This design comes from an exercise in tuning for small area on the open sky130 flow, not from production work. Where RTL was checked, it was by simulation tests only, not by an equivalence proof against the original. No activity file was given, so power comes from the tool's default toggle rates.

==> flow/design.v <==
module reg_file #(
  parameter int DATA_WIDTH = 32,
  parameter int ADDR_WIDTH = 5,
  parameter int ZERO_REG   = 31
) (
  input  logic                  clk,
  input  logic                  rst_n,
  input  logic [ADDR_WIDTH-1:0] read_reg1,
  input  logic [ADDR_WIDTH-1:0] read_reg2,
  input  logic [ADDR_WIDTH-1:0] write_reg,
  input  logic [DATA_WIDTH-1:0] write_data,
  input  logic                  reg_write,
  output logic [DATA_WIDTH-1:0] read_data1,
  output logic [DATA_WIDTH-1:0] read_data2
);
  localparam int W     = DATA_WIDTH;
  localparam int NREGS = 31;
  logic [NREGS-1:0] we, we_n;
  always_comb begin
    for (int i = 0; i < NREGS; i++) begin
      we[i] = reg_write && (write_reg == 5'(i));
    end
  end
  assign we_n = ~we;
  logic [NREGS-1:0] valid;
  always_ff @(posedge clk or negedge rst_n) begin
    if (!rst_n) begin
      valid <= '0;
    end else begin
      valid <= valid | we;
    end
  end
  logic [NREGS-1:0][W-1:0] mem, mem_d;
  for (genvar i = 0; i < NREGS; i++) begin : g_w
    for (genvar b = 0; b < W; b++) begin : g_b
      rf_hold u_h (
        .q(mem[i][b]), .hold(we_n[i]), .d(write_data[b]), .en(we[i]),
        .y(mem_d[i][b])
      );
    end
  end
  always_ff @(posedge clk) begin
    mem <= mem_d;
  end
  logic write_live;
  assign write_live = reg_write && rst_n;
  logic [ADDR_WIDTH-1:0] rr [2];
  logic [W-1:0]          rd [2];
  assign rr[0] = read_reg1;
  assign rr[1] = read_reg2;
  for (genvar p = 0; p < 2; p++) begin : g_p
    logic        hit;
    logic [31:0] sel;
    assign hit = write_live && (write_reg == rr[p]) && (rr[p] != 5'(ZERO_REG));
    always_comb begin
      for (int i = 0; i < NREGS; i++) begin
        sel[i] = (rr[p] == 5'(i)) && valid[i] && we_n[i];
      end
      sel[31] = hit;
    end
    for (genvar b = 0; b < W; b++) begin : g_b
      logic [31:0] q;
      logic [9:0]  g_n;
      logic [3:0]  h;
      for (genvar i = 0; i < NREGS; i++) begin : g_q
        assign q[i] = mem[i][b];
      end
      assign q[31] = write_data[b];
      for (genvar k = 0; k < 10; k++) begin : g_g
        rf_aoi222 u_g (
          .a1(sel[3*k]),   .a2(q[3*k]),
          .b1(sel[3*k+1]), .b2(q[3*k+1]),
          .c1(sel[3*k+2]), .c2(q[3*k+2]),
          .y(g_n[k])
        );
      end
      rf_ao22  u_g10 (.a1(sel[30]), .a2(q[30]), .b1(sel[31]), .b2(q[31]), .y(h[3]));
      rf_nand4 u_h0 (.a(g_n[0]), .b(g_n[1]), .c(g_n[2]), .d(g_n[3]), .y(h[0]));
      rf_nand3 u_h1 (.a(g_n[4]), .b(g_n[5]), .c(g_n[6]), .y(h[1]));
      rf_nand3 u_h2 (.a(g_n[7]), .b(g_n[8]), .c(g_n[9]), .y(h[2]));
      rf_or4   u_o  (.a(h[0]), .b(h[1]), .c(h[2]), .d(h[3]), .y(rd[p][b]));
    end
  end
  assign read_data1 = rd[0];
  assign read_data2 = rd[1];
endmodule
module rf_hold (
  input  logic q,
  input  logic hold,
  input  logic d,
  input  logic en,
  output logic y
);
  assign y = (q & hold) | (d & en);
endmodule
module rf_aoi222 (
  input  logic a1,
  input  logic a2,
  input  logic b1,
  input  logic b2,
  input  logic c1,
  input  logic c2,
  output logic y
);
  assign y = ~((a1 & a2) | (b1 & b2) | (c1 & c2));
endmodule
module rf_ao22 (
  input  logic a1,
  input  logic a2,
  input  logic b1,
  input  logic b2,
  output logic y
);
  assign y = (a1 & a2) | (b1 & b2);
endmodule
module rf_nand4 (
  input  logic a,
  input  logic b,
  input  logic c,
  input  logic d,
  output logic y
);
  assign y = ~(a & b & c & d);
endmodule
module rf_nand3 (
  input  logic a,
  input  logic b,
  input  logic c,
  output logic y
);
  assign y = ~(a & b & c);
endmodule
module rf_or4 (
  input  logic a,
  input  logic b,
  input  logic c,
  input  logic d,
  output logic y
);
  assign y = a | b | c | d;
endmodule
Settings: LEC_CHECK=0, CAP_MARGIN=25, CORE_MARGIN=2, CORE_UTILIZATION=40, CTS_BUF_LIST=sky130_fd_sc_hd__clkbuf_8, CTS_CLUSTER_DIAMETER=70, CTS_CLUSTER_SIZE=14, SLEW_MARGIN=25, SYNTH_HIERARCHICAL=1; clock period 10.0 ns.
standard.sh (not shown) runs the stock make flow with config.mk's settings and CLKGATE_MAP_FILE= SYNTH_SCRIPT=/design/flow/synth_recipe.tcl, a recipe that flattens the netlist after the stock synthesis.
==> flow/flow/run.sh <==
#!/bin/bash
# Layout flow: the standard synthesis unchanged, then the standard ORFS
# layout with two changes:
# * the smallest buffer on each port (repair_design sizes up where needed);
# * during floorplan and placement, the resizer may only use cells of drive
#   strength 2 or less, so that it fixes long nets with small buffers and
#   small upsizes rather than large ones. CTS and later steps use the
#   platform's usual cell set.
set -uo pipefail
LIB=$FLOW_HOME/platforms/sky130hd/lib/sky130_fd_sc_hd__tt_025C_1v80.lib
PLATFORM_DU="sky130_fd_sc_hd__probe_p_8 sky130_fd_sc_hd__probec_p_8 sky130_fd_sc_hd__lpflow_bleeder_1 sky130_fd_sc_hd__lpflow_clkbufkapwr_1 sky130_fd_sc_hd__lpflow_clkbufkapwr_16 sky130_fd_sc_hd__lpflow_clkbufkapwr_2 sky130_fd_sc_hd__lpflow_clkbufkapwr_4 sky130_fd_sc_hd__lpflow_clkbufkapwr_8 sky130_fd_sc_hd__lpflow_clkinvkapwr_1 sky130_fd_sc_hd__lpflow_clkinvkapwr_16 sky130_fd_sc_hd__lpflow_clkinvkapwr_2 sky130_fd_sc_hd__lpflow_clkinvkapwr_4 sky130_fd_sc_hd__lpflow_clkinvkapwr_8 sky130_fd_sc_hd__lpflow_decapkapwr_12 sky130_fd_sc_hd__lpflow_decapkapwr_3 sky130_fd_sc_hd__lpflow_decapkapwr_4 sky130_fd_sc_hd__lpflow_decapkapwr_6 sky130_fd_sc_hd__lpflow_decapkapwr_8 sky130_fd_sc_hd__lpflow_inputiso0n_1 sky130_fd_sc_hd__lpflow_inputiso0p_1 sky130_fd_sc_hd__lpflow_inputiso1n_1 sky130_fd_sc_hd__lpflow_inputiso1p_1 sky130_fd_sc_hd__lpflow_inputisolatch_1 sky130_fd_sc_hd__lpflow_isobufsrc_1 sky130_fd_sc_hd__lpflow_isobufsrc_16 sky130_fd_sc_hd__lpflow_isobufsrc_2 sky130_fd_sc_hd__lpflow_isobufsrc_4 sky130_fd_sc_hd__lpflow_isobufsrc_8 sky130_fd_sc_hd__lpflow_isobufsrckapwr_16 sky130_fd_sc_hd__lpflow_lsbuf_lh_hl_isowell_tap_1 sky130_fd_sc_hd__lpflow_lsbuf_lh_hl_isowell_tap_2 sky130_fd_sc_hd__lpflow_lsbuf_lh_hl_isowell_tap_4 sky130_fd_sc_hd__lpflow_lsbuf_lh_isowell_4 sky130_fd_sc_hd__lpflow_lsbuf_lh_isowell_tap_1 sky130_fd_sc_hd__lpflow_lsbuf_lh_isowell_tap_2 sky130_fd_sc_hd__lpflow_lsbuf_lh_isowell_tap_4"
BIG=$(grep -o 'cell *( *"sky130_fd_sc_hd__[a-z0-9_]*_\(4\|6\|8\|12\|16\)")' "$LIB" | sed 's/.*"\(.*\)".*/\1/' | grep -v -E 'tap|fill|decap' | tr '\n' ' ')
PORTS="BUFFER_PORTS_ARGS=-buffer_cell sky130_fd_sc_hd__buf_1"
bash standard.sh synth > flow_synth.log 2>&1 || exit 1
bash standard.sh "$PORTS" DONT_USE_CELLS="$PLATFORM_DU $BIG" place > flow_place.log 2>&1 || exit 1
bash standard.sh "$PORTS" finish > flow_finish.log 2>&1 || exit 1
==> next run, changes <==
--- a/flow/design.v
+++ b/flow/design.v
@@ -48,13 +48,15 @@
   logic [W-1:0]          rd [2];
   assign rr[0] = read_reg1;
   assign rr[1] = read_reg2;
+  logic [NREGS-1:0] wl;
+  assign wl = we & {NREGS{rst_n}};
   for (genvar p = 0; p < 2; p++) begin : g_p
     logic        hit;
     logic [31:0] sel;
     assign hit = write_live && (write_reg == rr[p]) && (rr[p] != 5'(ZERO_REG));
     always_comb begin
       for (int i = 0; i < NREGS; i++) begin
-        sel[i] = (rr[p] == 5'(i)) && valid[i] && we_n[i];
+        sel[i] = (rr[p] == 5'(i)) && valid[i] && !wl[i];
       end
       sel[31] = hit;
     end
The changed run completed without violations.
Setup slack is better by 0.017 ns.
Wire length rises by about 1.3%.
Non-clock buffer count drops by 31.
Core utilization drops by 0.69 points.
Power drops by about 1.4%.
Die area grows by 0.67%.
Global-route usage went down by 0.34 points.
Function not checked in the first run of this note: the RTL went through the layout flow alone.

==> re-timing with driven ports <==
Ports are ideal in the flow. The routed layouts listed here were re-timed in OpenROAD. Step 1: set_driving_cell puts a clkbuf_16 on clk and a buf_2 on each other input, an assumption about the parent block. Step 2 times the ports against the registers' clock, not the clock port: input delays grow and output delays shrink by t, the midpoint of the rising clock arrivals with the driver on. Slacks: ideal / step 1 / step 2; pairs: ideal / step 1.
run | shift t [ns] | setup slack, ns | hold slack, ns | latest minus earliest clock arrival (ns)
the first run | 0.834 | 1.716 / 1.685 / 1.685 | 0.470 / 0.470 / 0.470 | 0.070 / 0.070
the second run | 0.830 | 1.733 / 1.710 / 1.710 | 0.484 / 0.484 / 0.484 | 0.046 / 0.046
After both steps setup and hold are still met in every run listed. For the first run, which loses most, drivers alone change the setup slack by -0.031 ns; drivers and shift together by -0.031 ns.
